This design comes from an exercise in tuning for small area on the open sky130 flow, not from production work.
The RTL was checked by simulation tests, not by an equivalence proof against the original design.
Power and IR drop assume default switching activity.

<file path="flow/flow/run.sh">
#!/bin/bash
# Own flow: the standard layout (standard.sh) with one change in synthesis: ABC maps the
# combinational logic with flow/abc_area.script (area-oriented dch + amap) instead of ORFS's
# script. Registers, flattening, renaming, floorplan, placement, CTS and routing are standard.
set -euo pipefail
W=$PWD
{
  echo 'proc abc {args} {'
  echo '  set i [lsearch -exact $args -script]'
  echo "  if {\$i >= 0} { lset args [expr {\$i + 1}] $W/flow/abc_area.script }"
  echo '  yosys abc {*}$args'
  echo '}'
  echo '# adders stay plain logic for ABC'
  echo 'proc extract_fa {args} {}'
  cat synth_recipe.tcl
} > own_synth.tcl
bash standard.sh SYNTH_SCRIPT="$W/own_synth.tcl" synth > synth_make.log 2>&1
bash standard.sh SYNTH_SCRIPT="$W/own_synth.tcl" finish > layout_make.log 2>&1
</file>
<file path="flow/flow/abc_area.script">
strash
dch -f
amap
topo
stime -c
</file>
<file path="flow/standard.sh">
#!/bin/bash
# synth_recipe.tcl (not shown) runs the flow's synth.tcl, then flattens the netlist and writes it again
# the make line also repeats each setting of config.mk as NAME=value (left out here)
make -C /OpenROAD-flow-scripts/flow DESIGN_CONFIG=/design/flow/config.mk WORK_HOME=/design/flow/orfs CLKGATE_MAP_FILE= SYNTH_SCRIPT=/design/flow/synth_recipe.tcl "${@:-finish}"
</file>
<file path="flow/config.mk">
export PLATFORM = sky130hd
export DESIGN_NAME = clustered_greens_rom
export DESIGN_NICKNAME = clustered_greens_rom
export VERILOG_FILES = /design/flow/design.v
export SDC_FILE = /design/flow/constraint.sdc
export NUM_CORES = 4
export LEC_CHECK = 0
export CAP_MARGIN = 20
export CORE_MARGIN = 2
export CORE_UTILIZATION = 55
export SLEW_MARGIN = 20
</file>
<file path="flow/constraint.sdc">
create_clock -name core_clock -period 3.0 [get_ports {clk}]
set_input_delay 0.6000 -clock core_clock [delete_from_list [all_inputs] [get_ports {clk}]]
set_output_delay 0.6000 -clock core_clock [all_outputs]
set_load 0.01 [all_outputs]
</file>
<file path="flow/design.v">
`timescale 1ns/100ps
module clustered_greens_rom (
  input  logic         clk,
  input  logic         rst,
  input  logic [7:0]   me,
  input  logic [23:0]  coords_x,
  input  logic [23:0]  coords_y,
  input  logic [23:0]  coords_z,
  output logic [255:0] rdata
);
  logic [31:0] m_in;
  logic [2:0]  c_in;
  for (genvar p = 0; p < 8; p++) begin : g_enc
    grom_enc enc_i (
      .i ({coords_z[3*p +: 3], coords_y[3*p +: 3], coords_x[3*p +: 3]}),
      .o (m_in[4*p +: 4])
    );
  end
  assign c_in = {coords_z[0], coords_y[0], coords_x[0]};
  logic [5:0][31:0] m_q;
  logic [5:0][2:0]  c_q;
  logic [31:0]      m_6;
  logic             par_6;
  logic [3:0]       maj_6;
  always_ff @(posedge clk) begin
    m_q[0] <= m_in;
    c_q[0] <= c_in;
    for (int i = 1; i < 6; i++) begin
      m_q[i] <= m_q[i-1];
      c_q[i] <= c_q[i-1];
    end
    m_6   <= m_q[5];
    par_6 <= ^c_q[5];
    for (int p = 0; p < 4; p++) begin
      maj_6[p] <= ((c_q[5][0] ^ p[0]) & (c_q[5][1] ^ p[1])) |
                  ((c_q[5][0] ^ p[0]) & (c_q[5][2] ^ p[2])) |
                  ((c_q[5][1] ^ p[1]) & (c_q[5][2] ^ p[2]));
    end
  end
  logic [7:0][24:0] v;
  grom_dec_00 dec0 (.i({maj_6[0], par_6, m_6[ 3: 0]}), .o(v[0]));
  grom_dec_10 dec1 (.i({maj_6[1], par_6, m_6[ 7: 4]}), .o(v[1]));
  grom_dec_10 dec2 (.i({maj_6[2], par_6, m_6[11: 8]}), .o(v[2]));
  grom_dec_00 dec3 (.i({maj_6[3], par_6, m_6[15:12]}), .o(v[3]));
  grom_dec_11 dec4 (.i({maj_6[3], par_6, m_6[19:16]}), .o(v[4]));
  grom_dec_01 dec5 (.i({maj_6[2], par_6, m_6[23:20]}), .o(v[5]));
  grom_dec_01 dec6 (.i({maj_6[1], par_6, m_6[27:24]}), .o(v[6]));
  grom_dec_11 dec7 (.i({maj_6[0], par_6, m_6[31:28]}), .o(v[7]));
  for (genvar p = 0; p < 8; p++) begin : g_out
    assign rdata[32*p +: 32] = {7'd0, v[p]};
  end
endmodule
module grom_enc (input logic [8:0] i, output logic [3:0] o);
  wire i0 = i[0];
  wire i1 = i[1];
  wire i2 = i[2];
  wire i3 = i[3];
  wire i4 = i[4];
  wire i5 = i[5];
  wire i6 = i[6];
  wire i7 = i[7];
  wire i8 = i[8];
  wire o0;
  assign o[0] = o0;
  wire o1;
  assign o[1] = o1;
  wire o2;
  assign o[2] = o2;
  wire o3;
  assign o[3] = o3;
  wire new_n14, new_n15, new_n16, new_n17, new_n18, new_n19, new_n20, new_n21, new_n22, new_n24, new_n25, new_n26, new_n27, new_n28, new_n29, new_n30, new_n31, new_n32, new_n33, new_n34, new_n35, new_n36, new_n37, new_n38, new_n39, new_n41, new_n42, new_n43, new_n44, new_n45, new_n46;
  assign new_n14 = (~i4);   
  assign new_n15 = (~i3&~new_n14);   
  assign new_n16 = (~i1);   
  assign new_n17 = (~i0&~new_n16);   
  assign new_n18 = (~new_n15&~new_n17);   
  assign new_n19 = (~new_n15&~new_n18) | (~new_n17&~new_n18);   
  assign new_n20 = (~i6);   
  assign new_n21 = (~new_n20) | (~i7);   
  assign new_n22 = (~new_n19) | (~new_n21);   
  assign o0 = (~new_n19&~new_n21) | (~new_n22);   
  assign new_n24 = (~i2);   
  assign new_n25 = (~i1&~new_n24);   
  assign new_n26 = (~new_n16&~i2);   
  assign new_n27 = (new_n25&i0) | (new_n26&i0);   
  assign new_n28 = (~i7);   
  assign new_n29 = (~new_n28&~i8);   
  assign new_n30 = (~new_n28&~new_n29) | (~i8&~new_n29);   
  assign new_n31 = (~new_n20&~new_n30);   
  assign new_n32 = (~new_n27&~new_n31);   
  assign new_n33 = (~new_n15&~new_n17) | (~new_n22);   
  assign new_n34 = (~new_n27&~new_n32) | (~new_n27&~new_n33) | (~new_n31&~new_n32) | (~new_n31&~new_n33);   
  assign new_n35 = (~new_n14) | (~i5);   
  assign new_n36 = (new_n14&new_n35) | (i5&new_n35);   
  assign new_n37 = (~new_n36&i3);   
  assign new_n38 = (~new_n32&~new_n33);   
  assign new_n39 = (~new_n37&~new_n38) | (~new_n34);   
  assign o1 = (new_n34&new_n39) | (new_n37&new_n39);   
  assign new_n41 = (new_n28&i8&new_n20) | (new_n27&new_n31);   
  assign new_n42 = (~i3&~new_n35) | (~new_n39);   
  assign new_n43 = (~new_n41&~new_n42);   
  assign new_n44 = (~new_n41&~new_n43) | (~new_n42&~new_n43);   
  assign new_n45 = (i1) | (new_n24) | (i0);   
  assign new_n46 = (~new_n44) | (~new_n45);   
  assign o2 = (~new_n44&~new_n45) | (~new_n46);   
  assign o3 = (~new_n44&~new_n43) | (~new_n45&~new_n43);   
endmodule
module grom_dec_00 (input logic [5:0] i, output logic [24:0] o);
  wire i0 = i[0];
  wire i1 = i[1];
  wire i2 = i[2];
  wire i3 = i[3];
  wire i4 = i[4];
  wire i5 = i[5];
  wire o0;
  assign o[0] = o0;
  wire o1;
  assign o[1] = o1;
  wire o2;
  assign o[2] = o2;
  wire o3;
  assign o[3] = o3;
  wire o4;
  assign o[4] = o4;
  wire o5;
  assign o[5] = o5;
  wire o6;
  assign o[6] = o6;
  wire o7;
  assign o[7] = o7;
  wire o8;
  assign o[8] = o8;
  wire o9;
  assign o[9] = o9;
  wire o10;
  assign o[10] = o10;
  wire o11;
  assign o[11] = o11;
  wire o12;
  assign o[12] = o12;
  wire o13;
  assign o[13] = o13;
  wire o14;
  assign o[14] = o14;
  wire o15;
  assign o[15] = o15;
  wire o16;
  assign o[16] = o16;
  wire o17;
  assign o[17] = o17;
  wire o18;
  assign o[18] = o18;
  wire o19;
  assign o[19] = o19;
  wire o20;
  assign o[20] = o20;
  wire o21;
  assign o[21] = o21;
  wire o22;
  assign o[22] = o22;
  wire o23;
  assign o[23] = o23;
  wire o24;
  assign o[24] = o24;
  wire new_n100, new_n101, new_n102, new_n103, new_n105, new_n106, new_n107, new_n108, new_n109, new_n110, new_n111, new_n113, new_n114, new_n115, new_n116, new_n117, new_n118, new_n119, new_n120, new_n122, new_n123, new_n124, new_n125, new_n126, new_n127, new_n129, new_n130, new_n131, new_n133, new_n135, new_n137, new_n139, new_n141, new_n142, new_n144, new_n145, new_n146, new_n148, new_n150, new_n153, new_n156, new_n32, new_n33, new_n34, new_n35, new_n36, new_n37, new_n38, new_n39, new_n40, new_n41, new_n42, new_n43, new_n44, new_n45, new_n46, new_n47, new_n48, new_n49, new_n50, new_n51, new_n52, new_n53, new_n54, new_n55, new_n56, new_n57, new_n58, new_n59, new_n60, new_n61, new_n62, new_n63, new_n64, new_n65, new_n66, new_n67, new_n68, new_n69, new_n70, new_n71, new_n73, new_n74, new_n75, new_n76, new_n77, new_n78, new_n79, new_n80, new_n81, new_n82, new_n83, new_n84, new_n85, new_n86, new_n87, new_n89, new_n90, new_n91, new_n92, new_n93, new_n94, new_n95, new_n96, new_n97, new_n98, new_n99;
  assign new_n32 = (~i1);   
  assign new_n33 = (~i4);   
  assign new_n34 = (~i2);   
  assign new_n35 = (~i3&~i5);   
  assign new_n36 = (~new_n35);   
  assign new_n37 = (~new_n34&~new_n36);   
  assign new_n38 = (~i5);   
  assign new_n39 = (~i3) | (~new_n38) | (~new_n32);   
  assign new_n40 = (~i0&~i2);   
  assign new_n41 = (~new_n40);   
  assign new_n42 = (~new_n39&~new_n41&~new_n33);   
  assign new_n43 = (~new_n32&~new_n42) | (~new_n33&~new_n42) | (~new_n37&~new_n42);   
  assign new_n44 = (~new_n32&~new_n41);   
  assign new_n45 = (~new_n44);   
  assign new_n46 = (~new_n33&~new_n45&~i5);   
  assign new_n47 = (~i3) | (~new_n46);   
  assign new_n48 = (~i1&~new_n33);   
  assign new_n49 = (i3&new_n39) | (new_n48&new_n39);   
  assign new_n50 = (~new_n32) | (~new_n33) | (~new_n40);   
  assign new_n51 = (~i3);   
  assign new_n52 = (~new_n51) | (~i5);   
  assign new_n53 = (~new_n45&~new_n52) | (~new_n38&~new_n50);   
  assign new_n54 = (~i0);   
  assign new_n55 = (~new_n54) | (~i2);   
  assign new_n56 = (~i3&~new_n55);   
  assign new_n57 = (~new_n56);   
  assign new_n58 = (~new_n38&~new_n57);   
  assign new_n59 = (~new_n58);   
  assign new_n60 = (~i1&~new_n59);   
  assign new_n61 = (new_n53) | (new_n60);   
  assign new_n62 = (~new_n44&~new_n61);   
  assign new_n63 = (~new_n49&~new_n62);   
  assign new_n64 = (~new_n37);   
  assign new_n65 = (~new_n33&~new_n64);   
  assign new_n66 = (~i3&~i4&~new_n54);   
  assign new_n67 = (~new_n54&~new_n34);   
  assign new_n68 = (~new_n67);   
  assign new_n69 = (~new_n65&~new_n66) | (~new_n68);   
  assign new_n70 = (~new_n38&~new_n50) | (~new_n69);   
  assign new_n71 = (~new_n63&~new_n70);   
  assign o0 = (~new_n43) | (~new_n47) | (~new_n71);   
  assign new_n73 = (~i1) | (~new_n33) | (~new_n35);   
  assign new_n74 = (~i1&~new_n38);   
  assign new_n75 = (~i3&~i4);   
  assign new_n76 = (~new_n74) | (~new_n75);   
  assign new_n77 = (~new_n34&~new_n76);   
  assign new_n78 = (~new_n54&~i2);   
  assign new_n79 = (~new_n78);   
  assign new_n80 = (~new_n32) | (~new_n33) | (~new_n38);   
  assign new_n81 = (~new_n79&~new_n80);   
  assign new_n82 = (~new_n32) | (~new_n35) | (~i0);   
  assign new_n83 = (~new_n81&~new_n82) | (~new_n33&~new_n64);   
  assign new_n84 = (~new_n77&~new_n83);   
  assign new_n85 = (~i1&~new_n81) | (~new_n58&~new_n81);   
  assign new_n86 = (~i1&~new_n84) | (~new_n85);   
  assign new_n87 = (~new_n41) | (~new_n68) | (~new_n86);   
  assign o1 = (~i2&~new_n73) | (~new_n43) | (~new_n87);   
  assign new_n89 = (~new_n54) | (~i1) | (~new_n75);   
  assign new_n90 = (~i2&~new_n89);   
  assign new_n91 = (~new_n53&~new_n90);   
  assign new_n92 = (~i3) | (~new_n38) | (~new_n32) | (~new_n33);   
  assign new_n93 = (~new_n89&~i2) | (~new_n92&~i2);   
  assign new_n94 = (~new_n35&new_n93);   
  assign new_n95 = (~new_n68&~new_n76);   
  assign new_n96 = (~i1) | (~i4);   
  assign new_n97 = (~new_n36&~new_n96);   
  assign new_n98 = (~new_n97);   
  assign new_n99 = (~new_n40&~new_n67&~new_n98);   
  assign new_n100 = (~new_n60&~new_n81);   
  assign new_n101 = (~new_n75&~new_n100);   
  assign new_n102 = (~i0&~new_n43);   
  assign new_n103 = (~new_n95&~new_n99&~new_n101&~new_n102);   
  assign o2 = (~new_n91&~new_n94) | (~new_n103);   
  assign new_n105 = (~new_n55&~new_n80);   
  assign new_n106 = (~new_n79&~new_n73) | (~new_n78&~new_n98);   
  assign new_n107 = (~new_n79&~new_n76);   
  assign new_n108 = (~new_n107);   
  assign new_n109 = (~new_n32) | (~new_n35) | (~i0) | (~i4);   
  assign new_n110 = (~new_n108) | (~new_n109);   
  assign new_n111 = (new_n101) | (new_n106) | (new_n110);   
  assign o3 = (new_n105) | (new_n111);   
  assign new_n113 = (~i0&~new_n32&~new_n36);   
  assign new_n114 = (~new_n56&~new_n113);   
  assign new_n115 = (~new_n33&~new_n114);   
  assign new_n116 = (~new_n53&~new_n115);   
  assign new_n117 = (~i1&~new_n57) | (~new_n108);   
  assign new_n118 = (new_n69&new_n116) | (new_n117);   
  assign new_n119 = (~new_n67&~new_n92);   
  assign new_n120 = (~i2&~new_n119) | (~new_n113&~new_n119);   
  assign o4 = (~new_n118) | (~new_n120);   
  assign new_n122 = (~new_n36&~new_n79);   
  assign new_n123 = (~new_n33&~new_n40&~new_n122) | (~new_n50&~new_n36);   
  assign new_n124 = (~new_n51&~new_n50);   
  assign new_n125 = (~new_n48) | (~new_n37);   
  assign new_n126 = (~new_n47) | (~new_n125);   
  assign new_n127 = (~new_n122&~new_n124&~new_n95&~new_n126);   
  assign o5 = (~new_n120&~new_n123) | (~new_n127);   
  assign new_n129 = (~new_n66&~o4);   
  assign new_n130 = (i0&o4) | (new_n75&o4);   
  assign new_n131 = (~new_n61&~new_n126);   
  assign o6 = (~new_n129&~new_n130&~i1) | (~new_n89) | (~new_n131);   
  assign new_n133 = (~new_n39&~new_n41);   
  assign o7 = (new_n133) | (new_n90) | (new_n115) | (new_n83);   
  assign new_n135 = (~new_n74);   
  assign o8 = (~new_n135&~new_n49&~new_n107&~new_n123) | (~new_n67&~new_n49&~new_n107&~new_n123);   
  assign new_n137 = (~new_n102&~new_n110);   
  assign o9 = (~i4&~new_n85) | (~new_n137);   
  assign new_n139 = (~new_n54&~new_n42) | (~new_n33&~new_n42) | (~new_n37&~new_n42);   
  assign o10 = (~new_n52&~new_n116) | (~new_n139);   
  assign new_n141 = (~new_n81&~new_n122);   
  assign new_n142 = (~new_n56&~new_n105&~new_n46&~new_n97) | (~new_n96&~new_n105&~new_n46&~new_n97);   
  assign o11 = (~new_n75&~new_n141) | (~new_n142);   
  assign new_n144 = (~new_n55&~new_n92);   
  assign new_n145 = (~new_n59&~i4) | (~new_n82&~i4);   
  assign new_n146 = (~new_n113&~new_n144&~new_n145&~new_n70);   
  assign o12 = (~new_n96&~new_n131) | (~new_n146);   
  assign new_n148 = (~new_n67&~new_n73);   
  assign o13 = (new_n86) | (new_n148) | (new_n144);   
  assign new_n150 = (~i0&~i4&~new_n52);   
  assign o14 = (new_n99) | (new_n150) | (new_n93) | (new_n61);   
  assign o15 = (new_n133) | (new_n111);   
  assign new_n153 = (~new_n105&~new_n150&~new_n133&~new_n77);   
  assign o16 = (~new_n34&~new_n109) | (~new_n153) | (~new_n118);   
  assign o17 = (new_n94) | (~new_n127) | (~new_n139);   
  assign new_n156 = (~new_n117&~new_n119);   
  assign o18 = (~new_n43) | (~new_n47) | (~new_n91) | (~new_n156);   
  assign o19 = (~new_n84) | (~new_n114);   
  assign o20 = (new_n51&o8&new_n34);   
  assign o21 = (~i1&~new_n36&~new_n79) | (~new_n108);   
  assign o22 = (~i3&~new_n41&~new_n135);   
  assign o23 = (~i1&~new_n33&~new_n41&~new_n36);   
  assign o24 = (~new_n50&~new_n36);   
endmodule
module grom_dec_01 (input logic [5:0] i, output logic [24:0] o);
  wire i0 = i[0];
  wire i1 = i[1];
  wire i2 = i[2];
  wire i3 = i[3];
  wire i4 = i[4];
  wire i5 = i[5];
  wire o0;
  assign o[0] = o0;
  wire o1;
  assign o[1] = o1;
  wire o2;
  assign o[2] = o2;
  wire o3;
  assign o[3] = o3;
  wire o4;
  assign o[4] = o4;
  wire o5;
  assign o[5] = o5;
  wire o6;
  assign o[6] = o6;
  wire o7;
  assign o[7] = o7;
  wire o8;
  assign o[8] = o8;
  wire o9;
  assign o[9] = o9;
  wire o10;
  assign o[10] = o10;
  wire o11;
  assign o[11] = o11;
  wire o12;
  assign o[12] = o12;
  wire o13;
  assign o[13] = o13;
  wire o14;
  assign o[14] = o14;
  wire o15;
  assign o[15] = o15;
  wire o16;
  assign o[16] = o16;
  wire o17;
  assign o[17] = o17;
  wire o18;
  assign o[18] = o18;
  wire o19;
  assign o[19] = o19;
  wire o20;
  assign o[20] = o20;
  wire o21;
  assign o[21] = o21;
  wire o22;
  assign o[22] = o22;
  wire o23;
  assign o[23] = o23;
  wire o24;
  assign o[24] = o24;
  wire new_n100, new_n101, new_n102, new_n103, new_n104, new_n105, new_n106, new_n107, new_n108, new_n110, new_n111, new_n112, new_n113, new_n115, new_n116, new_n117, new_n118, new_n119, new_n120, new_n122, new_n123, new_n124, new_n125, new_n126, new_n127, new_n129, new_n130, new_n131, new_n133, new_n134, new_n135, new_n136, new_n138, new_n139, new_n142, new_n145, new_n146, new_n148, new_n149, new_n152, new_n153, new_n155, new_n156, new_n158, new_n160, new_n161, new_n164, new_n32, new_n33, new_n34, new_n35, new_n36, new_n37, new_n38, new_n39, new_n40, new_n41, new_n42, new_n43, new_n44, new_n45, new_n46, new_n47, new_n48, new_n49, new_n50, new_n51, new_n52, new_n53, new_n54, new_n55, new_n56, new_n57, new_n58, new_n59, new_n60, new_n61, new_n63, new_n64, new_n65, new_n66, new_n67, new_n68, new_n69, new_n70, new_n71, new_n72, new_n73, new_n74, new_n75, new_n76, new_n77, new_n78, new_n79, new_n80, new_n81, new_n82, new_n83, new_n84, new_n85, new_n86, new_n87, new_n88, new_n89, new_n90, new_n91, new_n92, new_n93, new_n95, new_n96, new_n97, new_n98, new_n99;
  assign new_n32 = (~i1&~i5);   
  assign new_n33 = (~new_n32);   
  assign new_n34 = (~i4);   
  assign new_n35 = (~i0&~i2);   
  assign new_n36 = (~new_n34) | (~new_n35);   
  assign new_n37 = (~new_n33&~new_n36);   
  assign new_n38 = (~i3&~i4);   
  assign new_n39 = (~new_n38);   
  assign new_n40 = (~i0);   
  assign new_n41 = (~new_n40&~i2);   
  assign new_n42 = (~new_n41);   
  assign new_n43 = (~i2);   
  assign new_n44 = (~i5);   
  assign new_n45 = (~i3&~new_n44);   
  assign new_n46 = (~i4) | (~new_n45);   
  assign new_n47 = (~new_n43&~new_n46);   
  assign new_n48 = (~new_n47);   
  assign new_n49 = (~i0&~new_n48) | (~new_n39&~new_n42);   
  assign new_n50 = (~i5&~new_n39);   
  assign new_n51 = (~new_n40) | (~new_n50);   
  assign new_n52 = (~i3);   
  assign new_n53 = (~i1);   
  assign new_n54 = (~i0&~new_n53);   
  assign new_n55 = (~i1&~new_n43&~new_n39);   
  assign new_n56 = (~i3) | (~new_n35);   
  assign new_n57 = (~new_n34&~new_n56);   
  assign new_n58 = (~new_n55&~new_n57);   
  assign new_n59 = (~new_n44&~new_n58);   
  assign new_n60 = (~new_n43&~new_n59) | (~new_n52&~new_n59) | (~new_n54&~new_n59);   
  assign new_n61 = (~i1&~new_n51) | (~new_n60);   
  assign o0 = (new_n37) | (new_n49) | (new_n61);   
  assign new_n63 = (~i0&~new_n43);   
  assign new_n64 = (~new_n52) | (~new_n63);   
  assign new_n65 = (~i4&~new_n64);   
  assign new_n66 = (~new_n45);   
  assign new_n67 = (~new_n53&~new_n66);   
  assign new_n68 = (~new_n40) | (~new_n67);   
  assign new_n69 = (~new_n64) | (~new_n68);   
  assign new_n70 = (~new_n39&~new_n42);   
  assign new_n71 = (~new_n54&~new_n32) | (~new_n38);   
  assign new_n72 = (~new_n71);   
  assign new_n73 = (~i1&~new_n66);   
  assign new_n74 = (~new_n73);   
  assign new_n75 = (~new_n40&~new_n74);   
  assign new_n76 = (~i4&~new_n69&~new_n55&~new_n47) | (~new_n75&~new_n69&~new_n55&~new_n47);   
  assign new_n77 = (~new_n65&~new_n72&~new_n76);   
  assign new_n78 = (new_n70&new_n67) | (new_n77&new_n67);   
  assign new_n79 = (~new_n69&~new_n78);   
  assign new_n80 = (~i1&~new_n64);   
  assign new_n81 = (~new_n80);   
  assign new_n82 = (~new_n53&~new_n46) | (~new_n81);   
  assign new_n83 = (~new_n79&~new_n82);   
  assign new_n84 = (~new_n83);   
  assign new_n85 = (~i5) | (~new_n55);   
  assign new_n86 = (~new_n51);   
  assign new_n87 = (~new_n41&~new_n63) | (~new_n86&~new_n73);   
  assign new_n88 = (~i1&~new_n44);   
  assign new_n89 = (~new_n88);   
  assign new_n90 = (~i4&~new_n89&~new_n42);   
  assign new_n91 = (~new_n57&~new_n65) | (~i5);   
  assign new_n92 = (~i1&~new_n91);   
  assign new_n93 = (~new_n90&~new_n92);   
  assign o1 = (~new_n65&~new_n84) | (~new_n85) | (~new_n87) | (~new_n93);   
  assign new_n95 = (~new_n44&~new_n90) | (~new_n80&~new_n90);   
  assign new_n96 = (~new_n38&~new_n95);   
  assign new_n97 = (~i1) | (~i4) | (~new_n52);   
  assign new_n98 = (~new_n41&~new_n63);   
  assign new_n99 = (~new_n44) | (~new_n35);   
  assign new_n100 = (new_n44&new_n99) | (new_n98&new_n99);   
  assign new_n101 = (~new_n97&~new_n100);   
  assign new_n102 = (~new_n44) | (~new_n55);   
  assign new_n103 = (~new_n75);   
  assign new_n104 = (~i0&~new_n43&~i4&~new_n89);   
  assign new_n105 = (~new_n65&~new_n104) | (~new_n66);   
  assign new_n106 = (~i4&~new_n103) | (~new_n68) | (~new_n105);   
  assign new_n107 = (~new_n37&~new_n49&~new_n106);   
  assign new_n108 = (~new_n36&~new_n107) | (~new_n40&~new_n102);   
  assign o2 = (new_n92) | (new_n96) | (new_n101) | (new_n108);   
  assign new_n110 = (~new_n42&~new_n66);   
  assign new_n111 = (~new_n70&~new_n110) | (~new_n53);   
  assign new_n112 = (~new_n75&~new_n111) | (~new_n34&~new_n103);   
  assign new_n113 = (new_n78) | (new_n112) | (new_n96);   
  assign o3 = (new_n104) | (new_n113);   
  assign new_n115 = (new_n50) | (new_n49);   
  assign new_n116 = (~i0&~new_n97) | (~new_n33&~new_n36);   
  assign new_n117 = (~new_n43&~new_n116) | (~new_n33&~new_n116) | (~new_n115&~new_n116);   
  assign new_n118 = (~new_n40&~new_n43&~new_n32) | (~new_n52&~new_n88);   
  assign new_n119 = (~new_n52&~i4&~new_n118);   
  assign new_n120 = (~new_n119);   
  assign o4 = (~new_n43&~new_n68) | (~new_n117) | (~new_n120);   
  assign new_n122 = (~i1&~new_n48);   
  assign new_n123 = (~new_n110&~new_n122);   
  assign new_n124 = (~new_n40&~new_n102) | (~new_n123);   
  assign new_n125 = (~i3&~new_n124) | (~new_n34&~new_n124) | (~new_n53&~new_n124) | (~new_n35&~new_n124);   
  assign new_n126 = (~new_n53&~new_n91);   
  assign new_n127 = (~new_n119&~new_n126);   
  assign o5 = (~new_n125) | (~new_n127);   
  assign new_n129 = (~new_n103&~new_n41) | (~new_n120&~new_n41);   
  assign new_n130 = (~new_n99&~new_n117) | (~i5&~new_n81);   
  assign new_n131 = (new_n122) | (new_n129) | (new_n130);   
  assign o6 = (new_n72) | (new_n126) | (new_n131);   
  assign new_n133 = (~new_n35);   
  assign new_n134 = (~new_n53) | (~new_n52);   
  assign new_n135 = (~i0) | (~new_n66);   
  assign new_n136 = (~new_n43&~new_n34) | (~new_n134&~new_n34) | (~new_n135&~new_n34);   
  assign o24 = (~new_n36&~new_n74);   
  assign new_n138 = (new_n118) | (new_n136) | (o24);   
  assign new_n139 = (~new_n77);   
  assign o7 = (~new_n133&~new_n116&~new_n138) | (~new_n139);   
  assign o8 = (~new_n112&~new_n138);   
  assign new_n142 = (~new_n90&~new_n92&~new_n112);   
  assign o9 = (~new_n53&~new_n105) | (~new_n142);   
  assign o19 = (~new_n76);   
  assign new_n145 = (~new_n52&~new_n88);   
  assign new_n146 = (~new_n61);   
  assign o10 = (~o19&~new_n145&~new_n146) | (~new_n64&~new_n115);   
  assign new_n148 = (~new_n90&~new_n110);   
  assign new_n149 = (~new_n65&~new_n104&~new_n82);   
  assign o11 = (~new_n53&~new_n91) | (~new_n38&~new_n148) | (~new_n149);   
  assign o12 = (~new_n53&~new_n34&~new_n60) | (~new_n107);   
  assign new_n152 = (~new_n106&~new_n124);   
  assign new_n153 = (~i1&~new_n152);   
  assign o13 = (new_n83) | (new_n153) | (new_n90);   
  assign new_n155 = (~i2&~new_n71) | (~new_n120);   
  assign new_n156 = (~new_n43) | (~new_n33) | (~new_n155);   
  assign o14 = (new_n86) | (new_n101) | (new_n130) | (~new_n156);   
  assign new_n158 = (~new_n56&~new_n89);   
  assign o15 = (new_n113) | (new_n158);   
  assign new_n160 = (~i0&~new_n158) | (~new_n122&~new_n158);   
  assign new_n161 = (~new_n44&~new_n104) | (~new_n55&~new_n104);   
  assign o16 = (~new_n51) | (~new_n160) | (~new_n161) | (~new_n117);   
  assign o17 = (~new_n108&~new_n156) | (~new_n91) | (~new_n125);   
  assign new_n164 = (~new_n59&~new_n80&~new_n155);   
  assign o18 = (~new_n99&~new_n117) | (~new_n164);   
  assign o20 = (new_n43&new_n52&o8);   
  assign o21 = (~new_n111);   
  assign o22 = (~new_n134&~new_n99);   
  assign o23 = (~i1&~new_n133&~new_n46);   
endmodule
module grom_dec_10 (input logic [5:0] i, output logic [24:0] o);
  wire i0 = i[0];
  wire i1 = i[1];
  wire i2 = i[2];
  wire i3 = i[3];
  wire i4 = i[4];
  wire i5 = i[5];
  wire o0;
  assign o[0] = o0;
  wire o1;
  assign o[1] = o1;
  wire o2;
  assign o[2] = o2;
  wire o3;
  assign o[3] = o3;
  wire o4;
  assign o[4] = o4;
  wire o5;
  assign o[5] = o5;
  wire o6;
  assign o[6] = o6;
  wire o7;
  assign o[7] = o7;
  wire o8;
  assign o[8] = o8;
  wire o9;
  assign o[9] = o9;
  wire o10;
  assign o[10] = o10;
  wire o11;
  assign o[11] = o11;
  wire o12;
  assign o[12] = o12;
  wire o13;
  assign o[13] = o13;
  wire o14;
  assign o[14] = o14;
  wire o15;
  assign o[15] = o15;
  wire o16;
  assign o[16] = o16;
  wire o17;
  assign o[17] = o17;
  wire o18;
  assign o[18] = o18;
  wire o19;
  assign o[19] = o19;
  wire o20;
  assign o[20] = o20;
  wire o21;
  assign o[21] = o21;
  wire o22;
  assign o[22] = o22;
  wire o23;
  assign o[23] = o23;
  wire o24;
  assign o[24] = o24;
  wire new_n100, new_n101, new_n102, new_n103, new_n104, new_n105, new_n106, new_n107, new_n108, new_n110, new_n111, new_n112, new_n114, new_n115, new_n116, new_n117, new_n118, new_n119, new_n121, new_n122, new_n123, new_n124, new_n125, new_n126, new_n128, new_n129, new_n130, new_n131, new_n132, new_n134, new_n135, new_n136, new_n137, new_n138, new_n139, new_n140, new_n142, new_n144, new_n145, new_n147, new_n149, new_n150, new_n151, new_n152, new_n154, new_n156, new_n157, new_n160, new_n163, new_n32, new_n33, new_n34, new_n35, new_n36, new_n37, new_n38, new_n39, new_n40, new_n41, new_n42, new_n43, new_n44, new_n45, new_n46, new_n47, new_n48, new_n49, new_n50, new_n51, new_n52, new_n53, new_n54, new_n55, new_n56, new_n58, new_n59, new_n60, new_n61, new_n62, new_n63, new_n64, new_n65, new_n66, new_n67, new_n68, new_n69, new_n70, new_n71, new_n72, new_n73, new_n74, new_n75, new_n76, new_n77, new_n78, new_n80, new_n81, new_n82, new_n83, new_n84, new_n85, new_n86, new_n87, new_n88, new_n89, new_n90, new_n91, new_n92, new_n93, new_n94, new_n95, new_n96, new_n97, new_n98;
  assign new_n32 = (~i5);   
  assign new_n33 = (~i1&~new_n32);   
  assign new_n34 = (~i2);   
  assign new_n35 = (~i4&~i1) | (~i4&~new_n34) | (~new_n33&~i1) | (~new_n33&~new_n34);   
  assign new_n36 = (~i0&~new_n34);   
  assign new_n37 = (~i3&~i5);   
  assign new_n38 = (~new_n37);   
  assign new_n39 = (~i4&~new_n38);   
  assign new_n40 = (~i4) | (~new_n33);   
  assign new_n41 = (~i0);   
  assign new_n42 = (~new_n41) | (~new_n34);   
  assign new_n43 = (~new_n40&~new_n42);   
  assign new_n44 = (~i4);   
  assign new_n45 = (~i3&~new_n44);   
  assign new_n46 = (~new_n45);   
  assign new_n47 = (~new_n41&~i2);   
  assign new_n48 = (~new_n47);   
  assign new_n49 = (~new_n46&~new_n48);   
  assign new_n50 = (~new_n41) | (~new_n34) | (~i3);   
  assign new_n51 = (~i4&~i5&~new_n50);   
  assign new_n52 = (~i1&~new_n38);   
  assign new_n53 = (~new_n52);   
  assign new_n54 = (~new_n34&~new_n44&~new_n53);   
  assign new_n55 = (new_n51) | (new_n54);   
  assign new_n56 = (~new_n36&~new_n43&~new_n49&~new_n55) | (~new_n39&~new_n43&~new_n49&~new_n55);   
  assign o0 = (~i0&~i3&~new_n35) | (~new_n56);   
  assign new_n58 = (~new_n51);   
  assign new_n59 = (~i1&~new_n58);   
  assign new_n60 = (~new_n54&~new_n59);   
  assign new_n61 = (~new_n36);   
  assign new_n62 = (~i1);   
  assign new_n63 = (~i3);   
  assign new_n64 = (~new_n63) | (~i5);   
  assign new_n65 = (new_n62&new_n40) | (new_n64&new_n40);   
  assign new_n66 = (~i3&~new_n61);   
  assign new_n67 = (~new_n62&~new_n38);   
  assign new_n68 = (~new_n67);   
  assign new_n69 = (~i0&~new_n68);   
  assign new_n70 = (~new_n66&~new_n69);   
  assign new_n71 = (~i1&~new_n34&~new_n46) | (~new_n70);   
  assign new_n72 = (~new_n65&new_n71);   
  assign new_n73 = (~new_n52&~new_n72);   
  assign new_n74 = (~new_n61&~new_n73) | (~new_n48&~new_n73);   
  assign new_n75 = (~new_n62) | (~i4) | (~new_n32);   
  assign new_n76 = (~new_n48&~new_n75);   
  assign new_n77 = (new_n34&new_n67&i4) | (new_n76);   
  assign new_n78 = (~new_n74&~new_n77);   
  assign o1 = (~new_n60) | (~new_n78);   
  assign new_n80 = (~new_n62&~new_n42) | (~new_n63&~new_n42);   
  assign new_n81 = (new_n63&i4&new_n80);   
  assign new_n82 = (~new_n41&~new_n34);   
  assign new_n83 = (~new_n82);   
  assign new_n84 = (~i3&~new_n40&~new_n83);   
  assign new_n85 = (~new_n66);   
  assign new_n86 = (~i1&~new_n85);   
  assign new_n87 = (~new_n45&~new_n37);   
  assign new_n88 = (new_n76&new_n87) | (new_n86&new_n87);   
  assign new_n89 = (~new_n65&~new_n84&~new_n88) | (~new_n81&~new_n84&~new_n88);   
  assign new_n90 = (~new_n63&~new_n75);   
  assign new_n91 = (~new_n90);   
  assign new_n92 = (~new_n41&~new_n53);   
  assign new_n93 = (~new_n92);   
  assign new_n94 = (~new_n34&~new_n93) | (~i0&~new_n91);   
  assign new_n95 = (~new_n60&~new_n94);   
  assign new_n96 = (~new_n39&~new_n90) | (~new_n36&~new_n47);   
  assign new_n97 = (~new_n62&~new_n96);   
  assign new_n98 = (~new_n95&~new_n97);   
  assign o2 = (~new_n42&~new_n65&~new_n81) | (~new_n89) | (~new_n98);   
  assign new_n100 = (~i3&~new_n40);   
  assign new_n101 = (~new_n47) | (~new_n100);   
  assign new_n102 = (~i4&~new_n93) | (~new_n101);   
  assign new_n103 = (~new_n42&~new_n65);   
  assign new_n104 = (~i4&~new_n70);   
  assign new_n105 = (~new_n103&~new_n104&~new_n49);   
  assign new_n106 = (~i2) | (~new_n39);   
  assign new_n107 = (~new_n105&~new_n68) | (~new_n106&~new_n68);   
  assign new_n108 = (new_n88) | (new_n102) | (new_n107);   
  assign o3 = (~new_n61&~new_n75) | (new_n108);   
  assign new_n110 = (~i1&~new_n85) | (~new_n101);   
  assign new_n111 = (~new_n105&~new_n110);   
  assign new_n112 = (~new_n91&~new_n82);   
  assign o4 = (i2&new_n69) | (new_n111) | (new_n112);   
  assign new_n114 = (~new_n46&~new_n61&~i5);   
  assign new_n115 = (new_n51) | (new_n114);   
  assign new_n116 = (~i1&~new_n44&~new_n50);   
  assign new_n117 = (~i1&~new_n106);   
  assign new_n118 = (~new_n84&~new_n116&~new_n117);   
  assign new_n119 = (~new_n38&~new_n48) | (~new_n118);   
  assign o5 = (i1&new_n115) | (new_n119) | (new_n112);   
  assign new_n121 = (~new_n62&~new_n58);   
  assign new_n122 = (~new_n94&~new_n121);   
  assign new_n123 = (~new_n62&~i4) | (~new_n66);   
  assign new_n124 = (~new_n32&~new_n123) | (~new_n42&~new_n65);   
  assign new_n125 = (i4&new_n69) | (new_n117);   
  assign new_n126 = (~new_n124&~new_n125&~new_n100);   
  assign o6 = (~new_n122) | (~new_n126);   
  assign new_n128 = (~new_n62) | (~new_n32);   
  assign new_n129 = (~new_n50&~new_n128);   
  assign new_n130 = (~new_n129&~new_n81);   
  assign new_n131 = (~i4&~new_n93) | (~new_n106);   
  assign new_n132 = (~new_n104&~new_n131);   
  assign o7 = (~new_n34&~new_n93) | (~new_n130) | (~new_n132);   
  assign new_n134 = (~new_n41) | (~new_n34) | (~new_n52);   
  assign new_n135 = (~i4&~new_n80) | (~new_n134);   
  assign new_n136 = (i2&new_n135) | (new_n68&new_n135);   
  assign new_n137 = (~i1&~new_n48);   
  assign new_n138 = (i3&new_n128) | (new_n137&new_n128);   
  assign new_n139 = (~new_n136&~new_n138);   
  assign new_n140 = (~new_n33&~new_n83) | (~new_n139);   
  assign o8 = (~new_n140);   
  assign new_n142 = (~new_n32&~new_n123);   
  assign o9 = (i1&new_n142) | (new_n76) | (new_n102) | (new_n95);   
  assign new_n144 = (~new_n103&~new_n104);   
  assign new_n145 = (~new_n59&~new_n114);   
  assign o10 = (~new_n64&~new_n144) | (~new_n145);   
  assign new_n147 = (~i1&~new_n121) | (~new_n39&~new_n121);   
  assign o11 = (~new_n96) | (~new_n147) | (~new_n123);   
  assign new_n149 = (~o0);   
  assign new_n150 = (~i1&~new_n67) | (~new_n44&~new_n67);   
  assign new_n151 = (~new_n61&~new_n91);   
  assign new_n152 = (~new_n45&~new_n151) | (~new_n36&~new_n151) | (~new_n56&~new_n151);   
  assign o12 = (~new_n149&~new_n150) | (~new_n56&~new_n115) | (~new_n152);   
  assign new_n154 = (new_n77) | (new_n151) | (new_n72);   
  assign o13 = (new_n92) | (new_n125) | (new_n154);   
  assign new_n156 = (~new_n81&~new_n112);   
  assign new_n157 = (~i2&~new_n156);   
  assign o14 = (new_n124) | (new_n157) | (new_n97);   
  assign o15 = (new_n129) | (new_n108);   
  assign new_n160 = (new_n72&new_n60) | (new_n94&new_n60);   
  assign o16 = (new_n111) | (new_n160) | (new_n95);   
  assign o17 = (new_n38&new_n157) | (new_n115) | (new_n119);   
  assign new_n163 = (~new_n55&~new_n103&~new_n110);   
  assign o18 = (~new_n156) | (~new_n163);   
  assign o19 = (new_n71) | (new_n131);   
  assign o20 = (~i3&~new_n140&~i2);   
  assign o21 = (~i1&~new_n48&~new_n87);   
  assign o22 = (~i1&~new_n42&~new_n64);   
  assign o23 = (~i4&~new_n134);   
  assign o24 = (~new_n44&~new_n134);   
endmodule
module grom_dec_11 (input logic [5:0] i, output logic [24:0] o);
  wire i0 = i[0];
  wire i1 = i[1];
  wire i2 = i[2];
  wire i3 = i[3];
  wire i4 = i[4];
  wire i5 = i[5];
  wire o0;
  assign o[0] = o0;
  wire o1;
  assign o[1] = o1;
  wire o2;
  assign o[2] = o2;
  wire o3;
  assign o[3] = o3;
  wire o4;
  assign o[4] = o4;
  wire o5;
  assign o[5] = o5;
  wire o6;
  assign o[6] = o6;
  wire o7;
  assign o[7] = o7;
  wire o8;
  assign o[8] = o8;
  wire o9;
  assign o[9] = o9;
  wire o10;
  assign o[10] = o10;
  wire o11;
  assign o[11] = o11;
  wire o12;
  assign o[12] = o12;
  wire o13;
  assign o[13] = o13;
  wire o14;
  assign o[14] = o14;
  wire o15;
  assign o[15] = o15;
  wire o16;
  assign o[16] = o16;
  wire o17;
  assign o[17] = o17;
  wire o18;
  assign o[18] = o18;
  wire o19;
  assign o[19] = o19;
  wire o20;
  assign o[20] = o20;
  wire o21;
  assign o[21] = o21;
  wire o22;
  assign o[22] = o22;
  wire o23;
  assign o[23] = o23;
  wire o24;
  assign o[24] = o24;
  wire new_n100, new_n102, new_n103, new_n104, new_n105, new_n106, new_n107, new_n108, new_n109, new_n110, new_n111, new_n113, new_n114, new_n115, new_n116, new_n117, new_n118, new_n119, new_n121, new_n122, new_n123, new_n124, new_n125, new_n126, new_n127, new_n128, new_n130, new_n131, new_n132, new_n133, new_n134, new_n136, new_n137, new_n138, new_n140, new_n141, new_n144, new_n147, new_n149, new_n150, new_n151, new_n153, new_n154, new_n156, new_n157, new_n158, new_n161, new_n164, new_n168, new_n32, new_n33, new_n34, new_n35, new_n36, new_n37, new_n38, new_n39, new_n40, new_n41, new_n42, new_n43, new_n44, new_n45, new_n46, new_n47, new_n48, new_n49, new_n50, new_n51, new_n52, new_n53, new_n54, new_n55, new_n56, new_n57, new_n58, new_n59, new_n60, new_n61, new_n62, new_n63, new_n64, new_n65, new_n66, new_n67, new_n68, new_n69, new_n70, new_n71, new_n72, new_n73, new_n74, new_n75, new_n76, new_n78, new_n79, new_n80, new_n81, new_n82, new_n83, new_n84, new_n85, new_n86, new_n87, new_n89, new_n90, new_n91, new_n92, new_n93, new_n94, new_n95, new_n96, new_n97, new_n99;
  assign new_n32 = (~i1);   
  assign new_n33 = (~i0&~i2);   
  assign new_n34 = (~new_n33);   
  assign new_n35 = (~new_n32&~new_n34);   
  assign new_n36 = (~i2);   
  assign new_n37 = (~i0&~new_n36);   
  assign new_n38 = (~new_n37);   
  assign new_n39 = (~i3&~new_n38);   
  assign new_n40 = (~new_n39);   
  assign new_n41 = (~i5&~new_n40);   
  assign new_n42 = (~new_n41);   
  assign new_n43 = (~new_n32) | (~new_n33) | (~i4);   
  assign new_n44 = (~i5&~new_n43);   
  assign new_n45 = (~new_n35);   
  assign new_n46 = (~i3);   
  assign new_n47 = (~i5);   
  assign new_n48 = (~new_n46) | (~new_n47);   
  assign new_n49 = (~new_n45&~new_n48);   
  assign new_n50 = (~new_n44&~new_n49);   
  assign new_n51 = (~i1&~new_n42) | (~new_n50);   
  assign new_n52 = (~new_n35&~new_n51);   
  assign new_n53 = (~i1&~new_n47);   
  assign new_n54 = (~i1&~i3&~i4) | (~new_n46&~new_n53);   
  assign new_n55 = (~new_n46) | (~i5);   
  assign new_n56 = (~i1&~new_n55);   
  assign new_n57 = (~i0) | (~new_n56);   
  assign new_n58 = (~i4) | (~new_n53);   
  assign new_n59 = (~new_n38&~new_n58);   
  assign new_n60 = (~i1&~new_n47&~new_n46&~new_n34);   
  assign new_n61 = (~new_n59&~new_n60);   
  assign new_n62 = (~new_n36&~new_n57) | (~new_n61);   
  assign new_n63 = (~i4&~new_n55);   
  assign new_n64 = (~i4&~new_n63) | (~new_n53&~new_n63) | (~i3&~new_n63);   
  assign new_n65 = (~new_n62) | (~new_n64);   
  assign new_n66 = (~i4);   
  assign new_n67 = (~new_n66) | (~i5);   
  assign new_n68 = (~new_n46&~new_n34&~new_n67);   
  assign new_n69 = (~new_n68);   
  assign new_n70 = (~new_n65) | (~new_n69);   
  assign new_n71 = (~i0);   
  assign new_n72 = (~new_n71&~i2);   
  assign new_n73 = (~new_n46) | (~i4) | (~new_n72);   
  assign new_n74 = (~new_n37&~new_n44) | (~new_n63&~new_n44);   
  assign new_n75 = (~new_n73) | (~new_n74);   
  assign new_n76 = (~new_n70&~new_n75);   
  assign o0 = (~new_n52&~new_n54) | (~new_n76);   
  assign new_n78 = (~new_n46) | (~i4) | (~i5) | (~i1);   
  assign new_n79 = (~new_n72);   
  assign new_n80 = (~new_n58&~new_n79);   
  assign new_n81 = (~i1&~new_n80) | (~new_n41&~new_n80);   
  assign new_n82 = (~new_n46) | (~i4) | (~new_n32) | (~new_n47);   
  assign new_n83 = (~new_n36&~new_n82);   
  assign new_n84 = (~new_n83);   
  assign new_n85 = (~new_n81) | (~new_n84);   
  assign new_n86 = (~new_n56&~new_n85);   
  assign new_n87 = (~new_n37&~new_n72);   
  assign o1 = (~new_n86&~new_n87) | (~i2&~new_n78) | (~new_n65);   
  assign new_n89 = (~new_n71) | (~i1);   
  assign new_n90 = (~i2) | (~new_n63);   
  assign new_n91 = (~new_n45&~new_n67);   
  assign new_n92 = (new_n66&new_n49) | (new_n91) | (new_n75);   
  assign new_n93 = (~new_n79&~new_n82);   
  assign new_n94 = (~new_n32&~new_n71&~new_n36) | (~new_n47&~new_n71&~new_n36);   
  assign new_n95 = (~new_n54&~new_n93&~new_n94);   
  assign new_n96 = (~new_n55&~new_n79);   
  assign new_n97 = (~new_n96);   
  assign o24 = (~new_n43&~new_n55);   
  assign new_n99 = (~new_n66&~o24) | (~new_n34&~o24) | (~new_n97&~o24);   
  assign new_n100 = (~new_n95) | (~new_n99);   
  assign o20 = (~i2&~i3&~new_n100);   
  assign new_n102 = (new_n92) | (~o20);   
  assign new_n103 = (~new_n89&~new_n90) | (~new_n102);   
  assign new_n104 = (~new_n57);   
  assign new_n105 = (~new_n104&~new_n65);   
  assign new_n106 = (~new_n71&~new_n84);   
  assign new_n107 = (~new_n66&~new_n44&~new_n106) | (~new_n49&~new_n44&~new_n106);   
  assign new_n108 = (~i1&~new_n42);   
  assign new_n109 = (~new_n46) | (~i4);   
  assign new_n110 = (~new_n108&~new_n80) | (~new_n109);   
  assign new_n111 = (~new_n107) | (~new_n110);   
  assign o2 = (i5&new_n103) | (new_n105) | (new_n111);   
  assign new_n113 = (~i2&~new_n78);   
  assign new_n114 = (~new_n63);   
  assign new_n115 = (~new_n32&~new_n114);   
  assign new_n116 = (new_n113&new_n102) | (new_n115&new_n102);   
  assign new_n117 = (~new_n93);   
  assign new_n118 = (~i4&~new_n57) | (~new_n117);   
  assign new_n119 = (new_n116) | (new_n118) | (~new_n110);   
  assign o3 = (new_n59) | (new_n119);   
  assign new_n121 = (~new_n89&~new_n55);   
  assign new_n122 = (~new_n71&~new_n36);   
  assign new_n123 = (~new_n46&~new_n58&~new_n122);   
  assign new_n124 = (~new_n39&~new_n121);   
  assign new_n125 = (~i4&~new_n124);   
  assign new_n126 = (~new_n44&~new_n49&~new_n125);   
  assign new_n127 = (~i1&~new_n40);   
  assign new_n128 = (~new_n73&~new_n127&~new_n93) | (~new_n126&~new_n127&~new_n93);   
  assign o4 = (i2&new_n121) | (new_n123) | (new_n128);   
  assign new_n130 = (~new_n66&~new_n55&~new_n38) | (~new_n69);   
  assign new_n131 = (~new_n96&~new_n106);   
  assign new_n132 = (~i1&~new_n90);   
  assign new_n133 = (~new_n132);   
  assign new_n134 = (~new_n46&~new_n43) | (~new_n131) | (~new_n133);   
  assign o5 = (i1&new_n130) | (new_n134) | (new_n123);   
  assign new_n136 = (~new_n45&~new_n67) | (~new_n130);   
  assign new_n137 = (new_n62&new_n136) | (new_n68&new_n136);   
  assign new_n138 = (~new_n51&~new_n137);   
  assign o6 = (~new_n89&~new_n109) | (~new_n133) | (~new_n82) | (~new_n138);   
  assign new_n140 = (~new_n45&~new_n109);   
  assign new_n141 = (~new_n57&~new_n95) | (~new_n90);   
  assign o7 = (new_n60) | (new_n140) | (new_n125) | (new_n141);   
  assign o8 = (~new_n100);   
  assign new_n144 = (~new_n105&~new_n118);   
  assign o9 = (~new_n66&~new_n81) | (~new_n144);   
  assign o10 = (~new_n48&~new_n126) | (~new_n136);   
  assign new_n147 = (~new_n91&~new_n115&~new_n127);   
  assign o11 = (~new_n64&~new_n79) | (~new_n38&~new_n100) | (~new_n147);   
  assign new_n149 = (~new_n42&~new_n66) | (~new_n57&~new_n66);   
  assign new_n150 = (~new_n46&~new_n58&~new_n38);   
  assign new_n151 = (new_n121) | (new_n150);   
  assign o12 = (new_n92) | (new_n149) | (new_n151);   
  assign new_n153 = (~new_n78&~new_n122);   
  assign new_n154 = (~new_n104&~new_n132&~new_n150&~new_n153);   
  assign o13 = (~new_n81) | (~new_n84) | (~new_n154);   
  assign new_n156 = (~i0&~new_n66&~new_n48);   
  assign new_n157 = (~new_n123&~new_n140);   
  assign new_n158 = (~new_n151&~new_n157);   
  assign o14 = (new_n51) | (new_n156) | (new_n158) | (new_n103);   
  assign o15 = (new_n60) | (new_n119);   
  assign new_n161 = (~new_n71&~new_n133) | (~new_n61);   
  assign o16 = (new_n83) | (new_n156) | (new_n161) | (new_n128);   
  assign o17 = (new_n134) | (new_n158) | (new_n130);   
  assign new_n164 = (~new_n127&~new_n93);   
  assign o18 = (new_n70) | (~new_n164) | (~new_n157) | (~new_n50);   
  assign o19 = (new_n39) | (new_n121) | (new_n141) | (new_n83);   
  assign o21 = (~i1&~new_n97) | (~new_n117);   
  assign new_n168 = (~new_n32) | (~new_n33);   
  assign o22 = (~new_n168&~new_n48);   
  assign o23 = (~new_n168&~new_n114);   
endmodule
</file>
==> impl_metrics.yaml <==
die:
  initial_utilization_pct: 55.8
  ios: 338
  die_x_um: 161
  rows: 57
  die_h_um: 161
global_route:
  grt_start_max_net_pins: 27
  gr-total-overflow: 2562
  grt_usage_pct: 102
yosys:
  yosysTopAreaCell: "dfxtp_1"
  yosysSeqAreaShare_pct: 36.6
  syn_area_sq_um: 13500
  yosysTopAreaCellShare_pct: 36.6
  ys_ff_latch: 247
  async_reset_ff_share_pct: 0
  ys.flop_type: "dfxtp_1"
  postSynthCellCount: 1896
  synth_cell_type_count: 46
  avgSynthCellArea_sq_um: 7.12
  yosysWarnings: 1
  synth-edff-count: 0
  synth.area.top_cells: "dfxtp_1 37%, buf_4 14%, nor2_1 12%"
cts:
  cts_buffer_depth: 3
  cts_root_buffer: "clkbuf_16"
  cts.sinks: 247
  cts_made_buffers: 21
  htree_levels: 1
placement:
  post-place-ws_ns: -0.564
  dp.final_hpwl_um: 35000
  portBuffers: 272
  gp_congestion: 1.09
timing:
  crit_endpoint: "rdata[235]"
  worstEpCategory: "output port"
outcome:
  stop_stage: "global routing"
  first-error: "[ERROR GRT-0232] Routing congestion too high. Check the congestion heatmap in the GUI."
  status: "did not finish"
## how the worst max path moves through the flow
stage                        start  slack (ns)         end  cells past startpoint
after detailed placement  maj_6[3]       -0.56  rdata[143]                     13
after global placement    maj_6[0]       -0.45  rdata[239]                     13
after floorplan              par_6       -0.26  rdata[143]                     11
after CTS                  m_6[23]       -0.65  rdata[175]                     11
## per-layer routing
metal / global-route usage, % / GRT overflow
met4: 117 / 512
met3: 75.3 / 30
met5: 31.8 / 5
met1: 89.4 / 29
met2: 138 / 1986
## cells by family after synthesis
kind of cell	count (synthesis)	synth area share [%]
other	1	0.0278
buffers and inverters	434	19.2
DFF	247	36.6
and+or+nand+nor	830	26.2
AOI/OAI and AO/OA	384	17.9
## metrics by stage
stage,power (mW),area [sq um],setup TNS (ns),hold slack (ns),cells
4_1_cts,12.5,20300,-50.49,0.324,2844
3_5_place_dp,9.19,18300,-16.01,0.312,2744
3_3_place_gp,9.12,18300,-13.67,0.310,2744
2_1_floorplan,6.96,13700,-1.02,0.310,1951
## cell usage after synthesis, types with 9 or more instances
cell,n
nor2_1,445
buf_4,256
dfxtp_1,247
clkinv_1,178
nand2_1,170
o21ai_0,129
nor3_1,72
a21oi_1,67
nand3_1,43
a31oi_1,38
or3_1,28
or2_0,24
o211ai_1,21
o21a_1,20
or4_1,19
o22ai_1,18
a211oi_1,12
a211o_1,9
## repair_timing
item,in CTS
setup endpoints to repair,179
pin swaps,33
buffers inserted,63
hold buffers,0
gates resized for setup,433
## power by group through the flow
stage	Combinational, mW	Sequential, mW	Clock [mW]
after floorplan	3.02	3.94	0
after global placement	5.23	3.90	0
after CTS	5.67	3.88	2.90
after detailed placement	5.27	3.92	0
